Background: an optimization exercise with open tools, aiming at small area. Do not read the settings as production practice. In this exercise RTL edits were held to simulation tests only and were not proved equivalent to the original. Power is estimated from default activity; no workload was simulated.

===== design.v =====
`default_nettype none
package mesi_pkg;
   localparam int DATA_W    = 32;             
   localparam int ADDR_W    = 5;              
   localparam int MEM_WORDS = 32;             
   localparam int NUM_LINES = 4;              
   localparam int INDEX_W   = 2;              
   localparam int TAG_W     = 3;              
   typedef enum logic [1:0] {
      ST_I = 2'b00,                           
      ST_E = 2'b01,                           
      ST_S = 2'b10,                           
      ST_M = 2'b11                            
   } mesi_state_t;
endpackage
`default_nettype wire
`timescale 1ns/1ps
`default_nettype none
module mesi_rd3 (
   input  logic [2:0] d,                      
   input  logic [2:0] s,                      
   output logic       y_n                     
);
   assign y_n = ~|(d & s);
endmodule
`default_nettype wire
`default_nettype none
module mesi_wkeep (
   input  logic hold,                         
   input  logic q,                            
   output logic y_n                           
);
   assign y_n = ~(hold & q);
endmodule
module mesi_wmux (
   input  logic wen_n,                        
   input  logic din_n,                        
   input  logic keep_n,                       
   output logic y
);
   assign y = ~((wen_n | din_n) & keep_n);endmodule
`default_nettype wire
`timescale 1ns/1ps
`default_nettype none
module mesi_system (
   input  logic                         clk,
   input  logic                         rst_n,
   input  logic                         p0_cyc,
   input  logic                         p0_stb,
   input  logic                         p0_we,
   input  logic [mesi_pkg::ADDR_W-1:0]  p0_adr,
   input  logic [mesi_pkg::DATA_W-1:0]  p0_dat_w,
   output logic [mesi_pkg::DATA_W-1:0]  p0_dat_r,
   output logic                         p0_ack,
   input  logic                         p1_cyc,
   input  logic                         p1_stb,
   input  logic                         p1_we,
   input  logic [mesi_pkg::ADDR_W-1:0]  p1_adr,
   input  logic [mesi_pkg::DATA_W-1:0]  p1_dat_w,
   output logic [mesi_pkg::DATA_W-1:0]  p1_dat_r,
   output logic                         p1_ack
);
   localparam int DW = mesi_pkg::DATA_W;
   localparam int AW = mesi_pkg::ADDR_W;
   localparam int NW = mesi_pkg::MEM_WORDS;
   localparam int NL = mesi_pkg::NUM_LINES;
   localparam int IW = mesi_pkg::INDEX_W;
   localparam int TW = mesi_pkg::TAG_W;
   localparam int NR = NW / 3;                
   localparam int NP = NW - 3 * NR;           
   localparam logic [2:0] C_IDLE   = 3'd0;
   localparam logic [2:0] C_ACK    = 3'd1;
   localparam logic [2:0] C_LOOKUP = 3'd7;
   logic [2:0]              cnt;
   logic                    post;             
   logic                    port;             
   logic                    last_port;        
   logic [AW-1:0]           adr;              
   logic [NR-1:0][2:0][DW-1:0] ring3;         
   logic [NP-1:0][DW-1:0]      ring2;         
   logic [2:0]              ph3;              
   logic                    ph2;              
   logic [1:0]              clr_q;            
   logic [NL-1:0][TW-1:0]   tag0, tag1;       
   logic [NL-1:0][1:0]      st0,  st1;        
   logic                    req0, req1, grant;
   logic                    idle, lookup;
   logic                    psel;             
   logic                    we;
   logic [AW-1:0]           wadr;             
   logic [DW-1:0]           din;
   logic [IW-1:0]           idx;
   logic [TW-1:0]           tg;
   logic                    hit0, hit1;
   logic [1:0]              own_st;
   logic                    own_hit, oth_hit;
   logic                    wb;
   logic [2:0]              k;
   logic                    own_upd, oth_upd;
   logic [1:0]              own_new, oth_new;
   logic                    wr_now;           
   logic [NR:0]             rdec_w, rdec_r;   
   logic [2:0]              off_w,  off_r;    
   logic [2:0]              m3_w,   m3_r;     
   logic [1:0]              m2_w,   m2_r;     
   logic                    keep;             
   logic [NR-1:0]           wen3;
   logic                    wen2;
   logic [NR-1:0][2:1]      sel3;             
   logic                    sel2;             
   logic                    use_cp;           
   logic [DW-1:0]           rd_cp;            
   logic [DW-1:0]           rd;
   assign req0   = p0_cyc & p0_stb;
   assign req1   = p1_cyc & p1_stb;
   assign grant  = (req0 & req1) ? ~last_port : req1;   
   assign idle   = (cnt == C_IDLE);
   assign lookup = (cnt == C_LOOKUP);
   assign psel = idle ? grant : port;
   assign we   = psel ? p1_we    : p0_we;
   assign din  = psel ? p1_dat_w : p0_dat_w;
   assign wadr = idle ? (grant ? p1_adr : p0_adr) : adr;
   assign idx = adr[IW-1:0];
   assign tg  = adr[AW-1:IW];
   assign hit0    = (st0[idx] != mesi_pkg::ST_I) && (tag0[idx] == tg);
   assign hit1    = (st1[idx] != mesi_pkg::ST_I) && (tag1[idx] == tg);
   assign own_st  = port ? st1[idx] : st0[idx];
   assign own_hit = port ? hit1 : hit0;
   assign oth_hit = port ? hit0 : hit1;
   assign wb      = ~own_hit && (own_st == mesi_pkg::ST_M);   
   always_comb
   begin
      if (own_hit)
         k = (we && own_st == mesi_pkg::ST_S) ? 3'd2 : 3'd1;
      else if (wb)
         k = (we || oth_hit) ? 3'd3 : 3'd4;
      else
         k = (we || oth_hit) ? 3'd2 : 3'd3;
   end
   assign own_upd = we | ~own_hit;
   assign own_new = we ? mesi_pkg::ST_M : (oth_hit ? mesi_pkg::ST_S : mesi_pkg::ST_E);
   assign oth_upd = oth_hit & (we | ~own_hit);
   assign oth_new = we ? mesi_pkg::ST_I : mesi_pkg::ST_S;
   always_ff @(posedge clk)
   begin
      if (!rst_n)
      begin
         cnt       <= C_IDLE;
         post      <= 1'b0;
         last_port <= 1'b0;                   
         ph3       <= 3'b001;
         ph2       <= 1'b0;
         st0       <= '0;
         st1       <= '0;
      end
      else
      begin
         case (cnt)
            C_IDLE:
               if (req0 | req1)
               begin
                  cnt       <= C_LOOKUP;
                  last_port <= grant;
               end
            C_LOOKUP:
               cnt <= k;
            3'd4:    cnt <= 3'd3;
            3'd3:    cnt <= 3'd2;
            3'd2:    cnt <= 3'd1;
            default: cnt <= C_IDLE;
         endcase
         post <= lookup;
         ph3  <= {ph3[1:0], ph3[2]};
         ph2  <= ~ph2;
         if (lookup)
         begin
            if (own_upd)
            begin
               if (port) st1[idx] <= own_new;
               else      st0[idx] <= own_new;
            end
            if (oth_upd)
            begin
               if (port) st0[idx] <= oth_new;
               else      st1[idx] <= oth_new;
            end
         end
      end
   end
   always_ff @(posedge clk)
   begin
      port <= psel;                           
      adr  <= wadr;                           
      if (lookup && own_upd)
      begin
         if (port) tag1[idx] <= tg;
         else      tag0[idx] <= tg;
      end
   end
   function automatic logic [NR+3:0] place(input logic [AW-1:0] a);
      place = '0;                               
      for (int w = 0; w < NW; w++)
         if (a == w)
         begin
            place[3 + w / 3] = 1'b1;
            place[w % 3]     = 1'b1;
         end
   endfunction
   function automatic logic [2:0] slot3(input logic [2:0] of, input logic [2:0] ph);
      for (int s = 0; s < 3; s++)
         slot3[s] = (of[0] & ph[s]) | (of[1] & ph[(s + 2) % 3]) | (of[2] & ph[(s + 1) % 3]);
   endfunction
   assign {rdec_w, off_w} = place(wadr);
   assign {rdec_r, off_r} = place(adr);
   assign m3_w  = slot3(off_w, ph3);
   assign m3_r  = slot3(off_r, ph3);
   assign m2_w  = {off_w[0] ^ ph2, off_w[0] ~^ ph2};
   assign m2_r  = {off_r[0] ^ ph2, off_r[0] ~^ ph2};
   assign wr_now = rst_n & we & ((idle & (req0 | req1)) | lookup | post);
   always_ff @(posedge clk)
   begin
      clr_q <= {clr_q[0], ~rst_n};
   end
   assign keep = rst_n & ~|clr_q;
   always_comb
   begin
      for (int r = 0; r < NR; r++)
      begin
         wen3[r]    = wr_now & rdec_w[r] & m3_w[2];
         sel3[r][1] = rdec_r[r] & m3_r[1];
         sel3[r][2] = rdec_r[r] & m3_r[2];
      end
      wen2   = wr_now & rdec_w[NR] & m2_w[1];
      sel2   = rdec_r[NR] & m2_r[1];
      use_cp = rdec_r[NR] ? m2_r[0] : m3_r[0];
   end
   logic [NR-1:0][DW-1:0]   nxt3;
   logic [DW-1:0]           nxt2;
   for (genvar b = 0; b < DW; b++)
   begin : g_wr
      for (genvar r = 0; r < NR; r++)
      begin : g_ring
         logic keep_n;
         mesi_wkeep u_wkeep (
            .hold  (~wen3[r] & keep),
            .q     (ring3[r][2][b]),
            .y_n   (keep_n)
         );
         mesi_wmux u_wmux (
            .wen_n  (~wen3[r]),
            .din_n  (~din[b]),
            .keep_n (keep_n),
            .y      (nxt3[r][b])
         );
      end
      logic keep2_n;
      mesi_wkeep u_wkeep2 (
         .hold  (~wen2 & keep),
         .q     (ring2[1][b]),
         .y_n   (keep2_n)
      );
      mesi_wmux u_wmux2 (
         .wen_n  (~wen2),
         .din_n  (~din[b]),
         .keep_n (keep2_n),
         .y      (nxt2[b])
      );
   end
   always_ff @(posedge clk)
   begin
      for (int r = 0; r < NR; r++)
      begin
         ring3[r][0] <= nxt3[r];
         ring3[r][1] <= ring3[r][0];
         ring3[r][2] <= ring3[r][1];
      end
      ring2[0] <= nxt2;
      ring2[1] <= ring2[0];
   end
   localparam int NT = 2 * NR + 1;            
   localparam int NG = NT / 3;                
   logic [NT-1:0]           tsel;
   logic [DW-1:0][NT-1:0]   tdat;
   logic [DW-1:0][NG-1:0]   grp_n;
   always_comb
   begin
      for (int r = 0; r < NR; r++)
      begin
         tsel[2*r]     = sel3[r][1];
         tsel[2*r + 1] = sel3[r][2];
      end
      tsel[NT-1] = sel2;
      for (int b = 0; b < DW; b++)
      begin
         for (int r = 0; r < NR; r++)
         begin
            tdat[b][2*r]     = ring3[r][1][b];
            tdat[b][2*r + 1] = ring3[r][2][b];
         end
         tdat[b][NT-1] = ring2[1][b];
      end
   end
   for (genvar b = 0; b < DW; b++)
   begin : g_rd
      for (genvar g = 0; g < NG; g++)
      begin : g_grp
         mesi_rd3 u_rd3 (
            .d   (tdat[b][3*g +: 3]),
            .s   (tsel[3*g +: 3]),
            .y_n (grp_n[b][g])
         );
      end
      assign rd[b] = ~&grp_n[b] | (use_cp & rd_cp[b]);
   end
   always_ff @(posedge clk)
   begin
      rd_cp <= rd;
   end
   assign p0_dat_r = rd;                      
   assign p1_dat_r = rd;
   assign p0_ack   = (cnt == C_ACK) & ~port;
   assign p1_ack   = (cnt == C_ACK) &  port;
endmodule
`default_nettype wire

===== flow/run.sh =====
#!/bin/bash
# Standard layout with two changes: the port buffers use the smallest
# buffer cell, and clock tree synthesis uses clkbuf_8 in clusters of up to
# 18 sinks, without dummy loads.
set -euo pipefail
cd "$(dirname "$0")/.."
export BUFFER_PORTS_ARGS="-buffer_cell sky130_fd_sc_hd__buf_1"
export CTS_ARGS="-sink_clustering_enable -repair_clock_nets -buf_list sky130_fd_sc_hd__clkbuf_8 -sink_clustering_size 18 -sink_clustering_max_diameter 60 -dont_use_dummy_load"
bash standard.sh > standard.log 2>&1

===== standard.sh =====
#!/bin/bash
# synth_recipe.tcl (not shown) runs the flow's synth.tcl, then flattens the netlist and writes it again
# the make line also repeats each setting of config.mk as NAME=value (left out here)
make -C /OpenROAD-flow-scripts/flow DESIGN_CONFIG=/design/flow/config.mk WORK_HOME=/design/flow/orfs CLKGATE_MAP_FILE= SYNTH_SCRIPT=/design/flow/synth_recipe.tcl "${@:-finish}"

===== config.mk =====
export PLATFORM = sky130hd
export DESIGN_NAME = mesi_system
export DESIGN_NICKNAME = mesi_system
export VERILOG_FILES = /design/flow/design.v
export SDC_FILE = /design/flow/constraint.sdc
export NUM_CORES = 4
export LEC_CHECK = 0
export CAP_MARGIN = 20
export CORE_MARGIN = 2
export CORE_UTILIZATION = 70
export PLACE_DENSITY = 0.8
export SLEW_MARGIN = 20
export SYNTH_HIERARCHICAL = 1

===== constraint.sdc =====
create_clock -name core_clock -period 7.0 [get_ports {clk}]
set_input_delay 1.4000 -clock core_clock [delete_from_list [all_inputs] [get_ports {clk}]]
set_output_delay 1.4000 -clock core_clock [all_outputs]
set_load 0.01 [all_outputs]

==> results.cfg, run 1 <==
[layout]
final_common_cell = dfxtp_1
nets = 2969
seqCellArea_um2 = 22520
layout_common_cells = 1089 x dfxtp_1, 415 x nand2_1, 352 x o21ai_1, 227 x a222oi_1, 147 x buf_1
antennaDiodeCount = 0
multiInputGateArea_um2 = 9153
area_growth_syn_to_layout_pct = 7.737
layout.filler_cells = 3000
drive_above_1_share = 0.06502

[clocking]
cts_hold_buf = 0
cts_buffers = 73
cts_root_buffer = clkbuf_8
clk_pin_slew_ps = 100
cts_setup_buffers = 0
cts_tree = done
clock_sinks = 1113
cts_max_level = 3
cts_buffer_depth = 3
cts-resized-gates = 0
insertion_delay_ps = 720

[global_route]
grt_overflow = 0
grtUsageTotal = 0.3619
busiest_layer = met2
grt_max_degree = 35
antenna_found_initial = 1
gr-usage-met2 = 0.5714
grt_pass1_vias = 22750
grt_pass1_wl_mm = 131.0
grt_util_met1 = 0.4949
gr-usage-met3 = 0.06946

[critical_path]
arrival_ps = 5260
crit_path_start_kind = flop
critical_path_class = flop to output pin
r2r-start = cnt[0]$_SDFFE_PN0P_
regToRegSetupSlack_ps = 2240
startpoint = adr[1]$_DFF_P_
cp.required_ps = 5600
critPathMaxFanout = 24
crit_path_end_kind = output pin

[routing]
drt-vias-per-instance = 6.646
route.final.wire_length_mm = 86.77
ant_nets = 0
drc_errors = 0
dr_total_vias = 23100
drt-pass1-iter-count = 10
wire_per_inst_um = 24.96
drtIter0Drc = 3792

[flow_run]
maxCapViolations = 0

[synth]
ys_ff_latch = 1113
seq_area_frac_synth = 0.7044
avgSynthCellArea_um2 = 11.83
syn-cell-area_um2 = 31970
synth_edf_count = 24
ys_types = 59
syn_inst = 2702
ys.flop_type = dfxtp_1
synth_top_area_share = 0.6819
asyncSetResetFlopFracSynth = 0
synth_nets = 2793
synth_area_leaders = dfxtp_1 68%, a222oi_1 7.1%, o21ai_1 5.5%, nand2_1 5.0%, edfxtp_1 2.3%
ys.warnings.count = 7
synth_area_leader_cell = dfxtp_1

[power]
leakage_nw = 12.58
p_per_area_nw_per_um2 = 337.1
ir_drop_v = 0.0002768

[outcome]
status = complete, no violations

[worst_hold_path]
min_path_type = flop to flop
min_from = ring3[589]$_DFF_P_

[timing]
period_needed_ps = 6665
worst_pin_slew_ps = 1228
rsz0062_at_grt = no
fin_crit_sh = 0.9521
hold-worst-slack_ps = 302.9
finalMaxSlewViolations = 0
clock_skew_ps = 93.18
maxSlewHeadroom = 0.1795
finalHoldViolCount = 0
fmax_mhz = 150.0
setup_tns_ps = 0
finalSetupViolCount = 0

[die]
coreArea_um2 = 45190
dieArea_um2 = 47400
start_util = 0.7076
die_h_um = 217.7
pin_count = 148
die_w_um = 217.7
rows = 78

[placed_design]
port_buffers = 147
routabilityCongestion = 0.9100
dpl.hpwl_mm = 50.87
worst paths after layout:
check	cells past startpoint	endpoint
max	16	p0_dat_r[11]
min	0	ring3[621]$_DFF_P_
max reg2reg	13	ring3[388]$_DFF_P_
min reg2reg	0	ring3[621]$_DFF_P_
kinds of logic (layout without fill, tap and decap cells):
| logic type | after synthesis | count (layout) | synth area share |
|---|---|---|---|
| AO/OA/AOI/OAI | 759 | 759 | 0.1635 |
| XOR/XNOR | 11 | 11 | 0.003013 |
| adder cells (fa/ha/maj) | 9 | 9 | 0.003522 |
| AND/OR/NAND/NOR | 629 | 629 | 0.08433 |
| multiplexers | 51 | 51 | 0.02086 |
| flip-flops | 1113 | 1113 | 0.7044 |
| buffers and inverters | 130 | 304 | 0.02035 |
state kept, by name, summed over array words and instances, names as in the netlist:
signal and flops:
adr 5, last_port 1, port 1, tag0 12, ring2 64, ph2 1, post 1, cnt 3
ph3 3, tag1 12, rd_cp 32, ring3 960, st0 8, clr_q 2, st1 8
routing by layer:
layer | vias to the layer above | routed length [um]
met2 | 1372 | 39660
met4 | 0 | 2730
met3 | 213 | 9059
met1 | 11240 | 35320
met5 | - | 0
li1 | 10280 | -
final cells by class:
type	count	area share
multi-input cells	1459	0.2657
clock buffers	73	0.02917
repair buffers	187	0.02474
well taps	600	0.02179
inverters	44	0.004795
flip-flops and latches	1113	0.6538
through the flow:
stage          power [mW]  utilization  worst slack (ps)  cells  area (um2)
5_1_grt             11.95       0.7623             68.57   3476       34450
6_report            11.61       0.7623             335.5   3476       34450
3_3_place_gp        8.829       0.7395              1423   3403       33410
4_1_cts             11.53       0.7619             479.9   3476       34430
2_1_floorplan       7.955            -             473.4   2702       31970
3_5_place_dp        8.894       0.7397              1207   3403       33420
cells in the mapped netlist (5+ instances only):
master and instances:
buf_1 5, nand2_1 425, nor2_1 54, inv_1 40
nand4_1 43, nor3_1 12, xor2_1 5, o32ai_1 6
nor4_1 12, edfxtp_1 24, nand3_1 48, a31oi_1 5
buf_2 10, xnor2_1 6, o21ai_1 352, o31ai_1 5
buf_4 33, a22oi_1 10, mux4_2 6, dfxtp_1 1089
a211o_1 33, ha_1 9, o21ai_0 36, o22ai_1 10
a222oi_1 227, a31o_2 5, o211ai_1 5, a21oi_1 47
mux2i_1 37, and2_1 7, clkbuf_1 35
report_power, final:
part	leakage, nW	internal [mW]	total (mW)	switching, mW
combinational	3.06	0.542	2.29	1.75
sequential	8.99	6.45	6.54	0.0887
clock	0.525	0.943	2.78	1.84
total	12.6	7.94	11.6	3.67
modules after synthesis, one instance, submodules excluded:
module       area, um2  cells  flops+latches
mesi_system      26650   1774           1113
mesi_wkeep       3.754      1              0
mesi_rd3         10.01      1              0
mesi_wmux        5.005      1              0
critical path, stage by stage (launching register included):
cell,delay (ps)
dfxtp_1,320
buf_4,200
inv_1,140
ha_1,520
nor2_1,150
nor2_1,120
a21oi_1,50
o221a_2,280
o22ai_1,190
a222oi_1,150
buf_4,250
nor4_2,860
buf_4,570
a222oi_1,200
nand4_1,160
a211o_1,230
buf_1,180
==> run 2, diff against run 1 <==
--- a/config.mk
+++ b/config.mk
@@ -9,4 +9,4 @@
 export CORE_MARGIN = 2
-export CORE_UTILIZATION = 70
-export PLACE_DENSITY = 0.8
+export CORE_UTILIZATION = 76
+export PLACE_DENSITY = 0.86
 export SLEW_MARGIN = 20
==> results.cfg, run 2 <==
[critical_path]
regToRegSetupSlack_ps = 2190
critical_path_class = flop to output pin
crit_path_end_kind = output pin
r2r_end = ring3[0]$_DFF_P_
crit_path_start_kind = flop
r2r-start = cnt[0]$_SDFFE_PN0P_
rr_worst_depth = 14
cp.required_ps = 5600
critPathMaxFanout = 24
arrival_ps = 5460

[clocking]
insertion_delay_ps = 690
cts_max_level = 3
cts_setup_buffers = 0
cts_buffers = 73
cts_hold_buf = 0
cts_root_buffer = clkbuf_8
cts_tree = done
cts-resized-gates = 0
clock_sinks = 1113
clk_pin_slew_ps = 110
cts_buffer_depth = 3

[outcome]
status = complete, no violations

[synth]
synth_edf_count = 24
synthMuxAreaShare = 0.02086
syn-cell-area_um2 = 31970
ys.flop_type = dfxtp_1
ys.warnings.count = 7
yosys-top-cells-count = 1089 x dfxtp_1, 425 x nand2_1, 352 x o21ai_1
avgSynthCellArea_um2 = 11.83
synth-compound-area-share = 0.1635
synth_top_area_share = 0.6819
yosys.cell_count.top_type = dfxtp_1
synth-simple-area-share = 0.08433
ys_types = 59
seq_area_frac_synth = 0.7044
asyncSetResetFlopFracSynth = 0
synth_area_leaders = dfxtp_1 68%, a222oi_1 7.1%, o21ai_1 5.5%, nand2_1 5.0%, edfxtp_1 2.3%
synth_adder_area_share = 0.003522
syn_inst = 2702
synth_top_family_by_area = compound AO/OA/AOI/OAI gates
ys_ff_latch = 1113
synth_xor_area_frac = 0.003013
synth_nets = 2793
synth_area_leader_cell = dfxtp_1

[power]
clkPwrFrac = 0.238
netSwitchingPower_mw = 3.724
ir_drop_v = 0.0002449
leakage_nw = 12.64
power.share.switching = 0.3189
p_per_area_nw_per_um2 = 338.5
intPower_mw = 7.955
power_frac_comb = 0.203
seqPwrFrac = 0.560

[layout]
largest_reg_flops = 960
final_common_cell = dfxtp_1
nets = 2978
area_growth_syn_to_layout_pct = 7.921
regMostFlops = ring3
drive_above_1_share = 0.06447
layout_common_cells = 1089 x dfxtp_1, 421 x nand2_1, 352 x o21ai_1, 227 x a222oi_1, 147 x buf_1
reg.largest.list = ring3: 960 flops, ring2: 64 flops, rd_cp: 32 flops
antennaDiodeCount = 0
final_cells = 3424

[flow_run]
maxCapViolations = 0

[die]
rows = 75
die_w_um = 209.1
start_util = 0.7657
die_h_um = 209.1
coreArea_um2 = 41760
pin_count = 148
dieArea_um2 = 43730

[worst_hold_path]
hold_depth = 0
whs_endpoint = ring3[609]$_DFF_P_
min_from = ring3[577]$_DFF_P_
min_path_type = flop to flop

[routing]
dr_total_vias = 23620
drt-pass1-iter-count = 14
route.final.wire_length_mm = 88.53
drc_errors = 0
ant_nets = 0
drtIter0Drc = 4143
drt-vias-per-instance = 6.898
wire_per_inst_um = 25.86

[timing]
rsz0062_at_grt = no
worst_pin_slew_ps = 1251
finalMaxSlewViolations = 0
finalHoldViolCount = 0
setup_tns_ps = 0
clock_skew_ps = 65.47
fin_crit_sh = 0.9798
period_needed_ps = 6859
fmax_mhz = 145.8
finalSetupViolCount = 0
maxSlewHeadroom = 0.1641

[global_route]
antenna_found_initial = 1
grt_pass1_wl_mm = 133.8
grt_pass1_vias = 23510
grt_overflow = 0
grt_max_degree = 35
grtUsageTotal = 0.3980

[placed_design]
place_inst = 3346
dpl.hpwl_mm = 50.77
routabilityCongestion = 0.9291
port_buffers = 147
[run 2: how the worst max path moves through the flow]
| stage | start | endpoint | slack (ps) | cells after the start |
|---|---|---|---|---|
| 4_1_cts | adr[1]$_DFF_P_ | p0_dat_r[17] | 210 | 16 |
| 3_5_place_dp | adr[1]$_DFF_P_ | p0_dat_r[17] | 970 | 16 |
| 3_3_place_gp | adr[1]$_DFF_P_ | p1_dat_r[30] | 1450 | 16 |
| 2_1_floorplan | adr[0]$_DFF_P_ | p1_dat_r[0] | 470 | 17 |
| 5_1_grt | adr[1]$_DFF_P_ | p1_dat_r[20] | 100 | 16 |
| 6_report | adr[1]$_DFF_P_ | p1_dat_r[20] | 140 | 16 |
[run 2: cell type report]
type	count	area [um2]
sequential	1113	22520
multi-input combinational	1459	9130
fill	2306	7253
timing repair buffer	196	1010
clock buffer	73	1005
tap	539	674.4
inverter	44	165.2
[run 2: per-module statistics from Yosys, one instance, submodules excluded]
module | cells inside | area (um2) | flops+latches | times used
mesi_wmux | 1 | 5.005 | 0 | 352
mesi_wkeep | 1 | 3.754 | 0 | 352
mesi_rd3 | 1 | 10.01 | 0 | 224
mesi_system | 1774 | 26650 | 1113 | 1
[run 2: critical path, cell delays in order (launching register included)]
cell and delay [ps]:
dfxtp_1 300, buf_4 200, inv_1 150, ha_1 570
nor2_1 160, nor2_1 130, a21oi_1 50, o221a_2 280
o22ai_1 290, a222oi_1 190, buf_4 270, nor3_2 830
buf_4 580, a222oi_1 210, nand4_1 190, a211o_1 200
buf_1 200
[run 2: logic make-up (layout without fill, tap and decap cells)]
| logic type | Yosys count | after routing |
|---|---|---|
| AOI/OAI and AO/OA | 759 | 759 |
| DFF | 1113 | 1113 |
| buffers and inverters | 130 | 313 |
| xor gates and xnor gates | 11 | 11 |
| adders and majority gates | 9 | 9 |
| and+or+nand+nor | 629 | 629 |
| muxes | 51 | 51 |
[run 2: stage by stage]
step	setup slack, ps	instance area [um2]	total power, mW	hold slack (ps)	util
floorplan	473.4	31970	7.955	309.6	-
global placement	1447	33340	8.775	309.5	0.7984
CTS	209.9	34380	11.51	292.8	0.8233
detailed placement	969.3	33370	8.874	312.1	0.7992
finish	141.3	34510	11.68	287.3	0.8263
global route	99.99	34510	11.96	303.6	0.8263
[run 2: power by group through the flow]
stage	registers (mW)	clock network (mW)	logic [mW]
2_1_floorplan	6.63	0	1.33
3_3_place_gp	6.67	0	2.11
3_5_place_dp	6.68	0	2.20
4_1_cts	6.53	2.76	2.22
5_1_grt	6.55	2.97	2.44
6_report	6.54	2.78	2.37
[run 2: routing by layer]
| layer | wire (um) | global-route usage |
|---|---|---|
| met2 | 40640 | 0.6263 |
| met5 | 0 | 0 |
| met3 | 11010 | 0.08747 |
| met1 | 33160 | 0.5333 |
| met4 | 3729 | 0.1796 |
==> run 3, diff against run 2 <==
==> flow/run.sh (replaced) <==
#!/bin/bash
# Standard layout with two changes: the port buffers use the smallest
# buffer cell, and clock tree synthesis uses clkbuf_8 in clusters of up to
# 20 sinks, without dummy loads.
set -euo pipefail
cd "$(dirname "$0")/.."
export BUFFER_PORTS_ARGS="-buffer_cell sky130_fd_sc_hd__buf_1"
export CTS_ARGS="-sink_clustering_enable -repair_clock_nets -buf_list sky130_fd_sc_hd__clkbuf_8 -sink_clustering_size 20 -sink_clustering_max_diameter 60 -dont_use_dummy_load"
bash standard.sh > standard.log 2>&1
==> results.cfg, run 3 <==
[outcome]
status = complete, no violations

[power]
leakage_nw = 12.59
intPower_mw = 7.888
netSwitchingPower_mw = 3.677
p_per_area_nw_per_um2 = 336.4
power.share.switching = 0.3180
power_frac_comb = 0.202
ir_drop_v = 0.0002454
seqPwrFrac = 0.565
clkPwrFrac = 0.232
power_mw = 11.56

[routing]
ant_nets = 0
dr_total_vias = 23500
drt-vias-per-instance = 6.876
route.final.wire_length_mm = 87.96
drtIter0Drc = 4251
wire_per_inst_um = 25.74
drt-pass1-iter-count = 10
drc_errors = 0

[timing]
finalHoldViolCount = 0
finalSetupViolCount = 0
fmax_mhz = 147.2
setup_tns_ps = 0
finalMaxSlewViolations = 0
layout_setup_ws_ps = 207.2
hold-worst-slack_ps = 284.7
fin_crit_sh = 0.9704
worst_pin_slew_ps = 1262
period_needed_ps = 6793
clock_skew_ps = 96.78
rsz0062_at_grt = no
maxSlewHeadroom = 0.1564

[layout]
antennaDiodeCount = 0
reg.largest.list = ring3: 960 flops, ring2: 64 flops, rd_cp: 32 flops
largest_reg_flops = 960
layout.filler_cells = 2333
multiInputGateArea_um2 = 9135
final_cells = 3417
layout_common_cells = 1089 x dfxtp_1, 421 x nand2_1, 352 x o21ai_1, 227 x a222oi_1, 147 x buf_1
regMostFlops = ring3
drive_above_1_share = 0.06220
nets = 2971
final_common_cell = dfxtp_1
seqCellArea_um2 = 22520
area_growth_syn_to_layout_pct = 7.533

[global_route]
grtUsageTotal = 0.3938
grt_pass1_vias = 23510
grt_pass1_wl_mm = 132.6
antenna_found_initial = 1
grt_max_degree = 35
grt_overflow = 0

[synth]
synth_xor_area_frac = 0.003013
synthMuxAreaShare = 0.02086
synth_edf_count = 24
synth-simple-area-share = 0.08433
synth_area_leaders = dfxtp_1 68%, a222oi_1 7.1%, o21ai_1 5.5%, nand2_1 5.0%, edfxtp_1 2.3%
asyncSetResetFlopFracSynth = 0
seq_area_frac_synth = 0.7044
yosys.cell_count.top_type = dfxtp_1
synth_top_family_by_area = compound AO/OA/AOI/OAI gates
synth_adder_area_share = 0.003522
syn-cell-area_um2 = 31970
ys_types = 59
synth_area_leader_cell = dfxtp_1
ys.warnings.count = 7
syn_inst = 2702
synth-compound-area-share = 0.1635
ys_ff_latch = 1113
ys.flop_type = dfxtp_1
synth_top_area_share = 0.6819
yosys-top-cells-count = 1089 x dfxtp_1, 425 x nand2_1, 352 x o21ai_1
avgSynthCellArea_um2 = 11.83
synth_nets = 2793

[clocking]
cts_root_buffer = clkbuf_8
cts-resized-gates = 0
cts_buffer_depth = 3
cts_max_level = 3
clk_pin_slew_ps = 110
cts_setup_buffers = 0
clock_sinks = 1113
cts_hold_buf = 0
insertion_delay_ps = 690
cts_tree = done
cts_buffers = 68

[worst_hold_path]
whs_endpoint = ring3[609]$_DFF_P_
hold_depth = 0
min_path_type = flop to flop
min_from = ring3[577]$_DFF_P_

[placed_design]
place_inst = 3346
port_buffers = 147
routabilityCongestion = 0.9291
dpl.hpwl_mm = 50.77
preCtsSetupSlack_ps = 969.3

[critical_path]
rr_worst_depth = 14
critPathMostFrequentCell = buf_4
r2r-start = cnt[0]$_SDFFE_PN0P_
slowest_delay_ps = 860
crit_chain = buf_4 > inv_1 > ha_1 > nor2_1 > nor2_1 > a21oi_1 > o221a_2 > o22ai_1 > a222oi_1 > buf_4 > nor3_2 > buf_4 > a222oi_1 > nand4_1 > a211o_1 > buf_1
cp.required_ps = 5600
critPathMaxFanout = 24
critical_path_class = flop to output pin
r2r_end = ring3[7]$_DFF_P_
crit_path_start_kind = flop
regToRegSetupSlack_ps = 2160
arrival_ps = 5390
cpMaxStageDelayCell = nor3_2
crit_path_end_kind = output pin

[die]
coreArea_um2 = 41760
rows = 75
start_util = 0.7657
pin_count = 148
die_h_um = 209.1
dieArea_um2 = 43730
die_w_um = 209.1

[flow_run]
maxCapViolations = 0
[run 3: critical path, delay by kind of cell, from the launching register on]
kind / cells / cell delay, ps
AOI/OAI and AO/OA: 6 / 1170
and+or+nand+nor: 4 / 1330
DFF: 1 / 300
adders and majority gates: 1 / 560
buffers and inverters: 5 / 1390
[run 3: final cells by class]
cell class                      instances  share of cell area
Clock buffer                           68             0.02722
Sequential cell                      1113              0.6550
Inverter                               44            0.004804
Multi-Input combinational cell       1459              0.2657
Tap cell                              539             0.01961
Timing Repair Buffer                  194             0.02762
[run 3: worst max-delay path by stage]
stage	start	end	slack (ps)	cells past startpoint
after floorplan	adr[0]$_DFF_P_	p1_dat_r[0]	470	17
after global placement	adr[1]$_DFF_P_	p1_dat_r[30]	1450	16
after detailed placement	adr[1]$_DFF_P_	p0_dat_r[17]	970	16
after CTS	adr[1]$_DFF_P_	p0_dat_r[17]	260	16
after global routing	adr[1]$_DFF_P_	p1_dat_r[20]	170	16
final	adr[1]$_DFF_P_	p1_dat_r[20]	210	16
[run 3: cell families (layout without fill, tap and decap cells)]
kind of cell,Yosys count,after routing
AO/OA/AOI/OAI,759,759
XOR/XNOR,11,11
adder cells (fa/ha/maj),9,9
buffers and inverters,130,306
flip-flops,1113,1113
multiplexers,51,51
AND/OR/NAND/NOR,629,629
[run 3: through the flow]
step	instance area [um2]	utilization
after floorplan	31970	-
after global placement	33340	0.7984
after detailed placement	33370	0.7992
after CTS	34310	0.8216
after global routing	34380	0.8233
final	34380	0.8233
[run 3: per-layer routing]
metal  up-vias  track usage  share of wire
met5         -            0              0
met3       303      0.08551           0.12
met1     11320       0.5222           0.38
met4         0       0.1786          0.044
li1      10270            -              -
met2      1606       0.6263           0.45
[run 3: Yosys stat by module (local to each module, per instance)]
module,cells,copies in the design
mesi_rd3,1,224
mesi_system,1774,1
mesi_wkeep,1,352
mesi_wmux,1,352
[run 3: power groups by stage]
stage                     Clock (mW)  Combinational [mW]  Sequential (mW)
after detailed placement           0                2.20             6.68
after floorplan                    0                1.33             6.63
after CTS                       2.68                2.21             6.53
final                           2.69                2.34             6.54
after global placement             0                2.11             6.67
after global routing            2.89                2.42             6.55
==> run 4, diff against run 3 <==
--- a/config.mk
+++ b/config.mk
@@ -9,4 +9,4 @@
 export CORE_MARGIN = 2
-export CORE_UTILIZATION = 76
-export PLACE_DENSITY = 0.86
+export CORE_UTILIZATION = 70
+export PLACE_DENSITY = 0.8
 export SLEW_MARGIN = 20
==> results.cfg, run 4 <==
[timing]
fin_crit_sh = 0.9539
clock_skew_ps = 57.54
rsz0062_at_grt = no
finalSetupViolCount = 0
maxSlewHeadroom = 0.1849
period_needed_ps = 6677
finalMaxSlewViolations = 0
fmax_mhz = 149.8
finalHoldViolCount = 0
setup_tns_ps = 0
worst_pin_slew_ps = 1220

[critical_path]
cp.required_ps = 5600
path_buf_inv = 5
critPathMostFrequentCell = buf_4
arrival_ps = 5280
crit_path_start_kind = flop
crit_family = buffers and inverters
crit_path_end_kind = output pin
critPathMaxFanout = 24
slowest_delay_ps = 860
r2r-start = cnt[2]$_SDFFE_PN0P_
cp.depth = 16
cpMaxStageDelayCell = nor4_2
crit_chain = buf_4 > inv_1 > ha_1 > nor2_1 > nor2_1 > a21oi_1 > o221a_2 > o22ai_1 > a222oi_1 > buf_4 > nor4_2 > buf_4 > a222oi_1 > nand4_1 > a211o_1 > buf_1
critical_path_class = flop to output pin
startpoint = adr[1]$_DFF_P_
rr_worst_depth = 13

[clocking]
insertion_delay_ps = 700
cts_setup_buffers = 0
cts_max_level = 3
cts_buffers = 67
cts_buffer_depth = 3
cts_hold_buf = 0
clk_pin_slew_ps = 120
cts-resized-gates = 0
clock_sinks = 1113
cts_tree = done
cts_root_buffer = clkbuf_8

[synth]
synth-compound-area-share = 0.1635
syn_inst = 2702
synth-simple-area-share = 0.08433
synth_adder_area_share = 0.003522
synth_edf_count = 24
synth_area_leaders = dfxtp_1 68%, a222oi_1 7.1%, o21ai_1 5.5%, nand2_1 5.0%, edfxtp_1 2.3%
synth_xor_area_frac = 0.003013
avgSynthCellArea_um2 = 11.83
ys_ff_latch = 1113
synth_area_leader_cell = dfxtp_1
synth_top_family_by_area = compound AO/OA/AOI/OAI gates
ys_types = 59
ys.warnings.count = 7
synth_nets = 2793
ys.flop_type = dfxtp_1
asyncSetResetFlopFracSynth = 0
seq_area_frac_synth = 0.7044
synthMuxAreaShare = 0.02086
syn-cell-area_um2 = 31970
synth_top_area_share = 0.6819
yosys.cell_count.top_type = dfxtp_1
yosys-top-cells-count = 1089 x dfxtp_1, 425 x nand2_1, 352 x o21ai_1

[die]
coreArea_um2 = 45190
start_util = 0.7076
pin_count = 148
die_w_um = 217.7
dieArea_um2 = 47400
rows = 78
die_h_um = 217.7

[routing]
drtIter0Drc = 4083
dr_total_vias = 23150
wire_per_inst_um = 25.05
route.final.wire_length_mm = 86.93
ant_nets = 0
drt-vias-per-instance = 6.671
drt-pass1-iter-count = 12
drc_errors = 0

[layout]
final_common_cell = dfxtp_1
largest_reg_flops = 960
layout.filler_cells = 3021
final_util = 0.7604
area_growth_syn_to_layout_pct = 7.467
antennaDiodeCount = 0
nets = 2963
regMostFlops = ring3
layout_common_cells = 1089 x dfxtp_1, 415 x nand2_1, 352 x o21ai_1, 227 x a222oi_1, 147 x buf_1
reg.largest.list = ring3: 960 flops, ring2: 64 flops, rd_cp: 32 flops
drive_above_1_share = 0.06272

[power]
leakage_nw = 12.53
ir_drop_v = 0.0002829
p_per_area_nw_per_um2 = 335.2

[worst_hold_path]
min_path_type = flop to flop
min_from = ring3[779]$_DFF_P_
hold_depth = 0

[placed_design]
dpl.hpwl_mm = 50.87
port_buffers = 147
routabilityCongestion = 0.9100

[global_route]
grt_pass1_vias = 22770
grt_max_degree = 35
grt_pass1_wl_mm = 131.1
antenna_found_initial = 1
grt_overflow = 0
grtUsageTotal = 0.3622

[outcome]
status = complete, no violations

[flow_run]
maxCapViolations = 0
[run 4: cell types whose count changed in the layout (fill, tap and decap cells not counted), sizes merged]
cell | before | now
buf | 194 | 187
clkbuf | 68 | 67
[run 4: per-module statistics from Yosys, one instance, submodules excluded]
module       cell area [um2]  flip-flops and latches  times used
mesi_rd3               10.01                       0         224
mesi_system            26650                    1113           1
mesi_wkeep             3.754                       0         352
mesi_wmux              5.005                       0         352
[run 4: worst reg2reg max path: cells and delay by family, from the launching register on]
kind | cells | cell delay, ps
buf+inv | 3 | 1060
flops | 1 | 390
xor+xnor | 1 | 190
compound gates | 6 | 2110
simple gates | 3 | 950
[run 4: layout make-up]
type / count / area (um2) / share of cell area
clock buffers: 67 / 922.1 / 0.02684
well taps: 600 / 750.7 / 0.02185
multi-input cells: 1459 / 9149 / 0.2663
inverters: 44 / 165.2 / 0.004807
repair buffers: 187 / 852.1 / 0.02480
flip-flops and latches: 1113 / 22520 / 0.6555
[run 4: where the power goes]
group / internal (mW) / switching, mW / leakage (nW) / total [mW]
sequential: 6.46 / 0.0884 / 8.99 / 6.54
combinational: 0.541 / 1.75 / 3.06 / 2.29
clock: 0.871 / 1.81 / 0.482 / 2.68
[run 4: logic make-up (layout without fill, tap and decap cells)]
logic type                 Yosys count  count (layout)
and+or+nand+nor                    629             629
AOI/OAI and AO/OA                  759             759
adders and majority gates            9               9
DFF                               1113            1113
buffers and inverters              130             298
muxes                               51              51
xor gates and xnor gates            11              11
[run 4: worst paths after layout]
| kind | end | slack [ps] |
|---|---|---|
| setup / recovery | p0_dat_r[11] | 320 |
| hold reg to reg | ring3[811]$_DFF_P_ | 310 |
| hold / removal | ring3[811]$_DFF_P_ | 310 |
| setup reg to reg | ring3[388]$_DFF_P_ | 2220 |
[run 4: through the flow]
step                std cells  area, um2  worst slack [ps]  total power, mW  hold WS, ps
floorplan                2702      31970             473.4            7.955        309.6
global placement         3403      33410              1423            8.829        309.7
detailed placement       3403      33420              1207            8.894        312.1
CTS                      3470      34350             498.2            11.44        299.7
global route             3470      34360             82.11            11.86        295.4
finish                   3470      34360             322.8            11.52        306.6
[run 4: routing by layer]
layer  vias up  GRT usage  share of wire
met4         0     0.1493          0.036
met1     11250     0.4938           0.40
li1      10250          -              -
met3       234    0.07113           0.11
met5         -          0              0
met2      1419     0.5712           0.45

what the ideal ports hide:
How much do the figures lean on ideal ports? The routed layouts below were timed once more, with nothing changed but the port constraints.
Step 1: set_driving_cell puts a clkbuf_16 on clk and a buf_2 on each other input, an assumption about the parent block.
Step 2 times the ports against the registers' clock, not the clock port: input delays grow and output delays shrink by t, the midpoint of the rising clock arrivals with the driver on.
a / b / c = no drivers / after step 1 / after step 2; a / b = the first two.
| run | t (ns) | setup slack, ns | worst setup path after step 2 | slew at the worst register clock pin (ns) |
|---|---|---|---|---|
| run 1 | 0.731 | 0.335 / 0.280 / 1.010 | register to output | 0.11 / 0.11 |
| run 2 | 0.706 | 0.141 / 0.083 / 0.789 | register to output | 0.11 / 0.11 |
| run 3 | 0.686 | 0.207 / 0.153 / 0.839 | register to output | 0.12 / 0.12 |
| run 4 | 0.718 | 0.323 / 0.266 / 0.984 | register to output | 0.12 / 0.12 |
After both steps setup and hold are still met in every run listed.
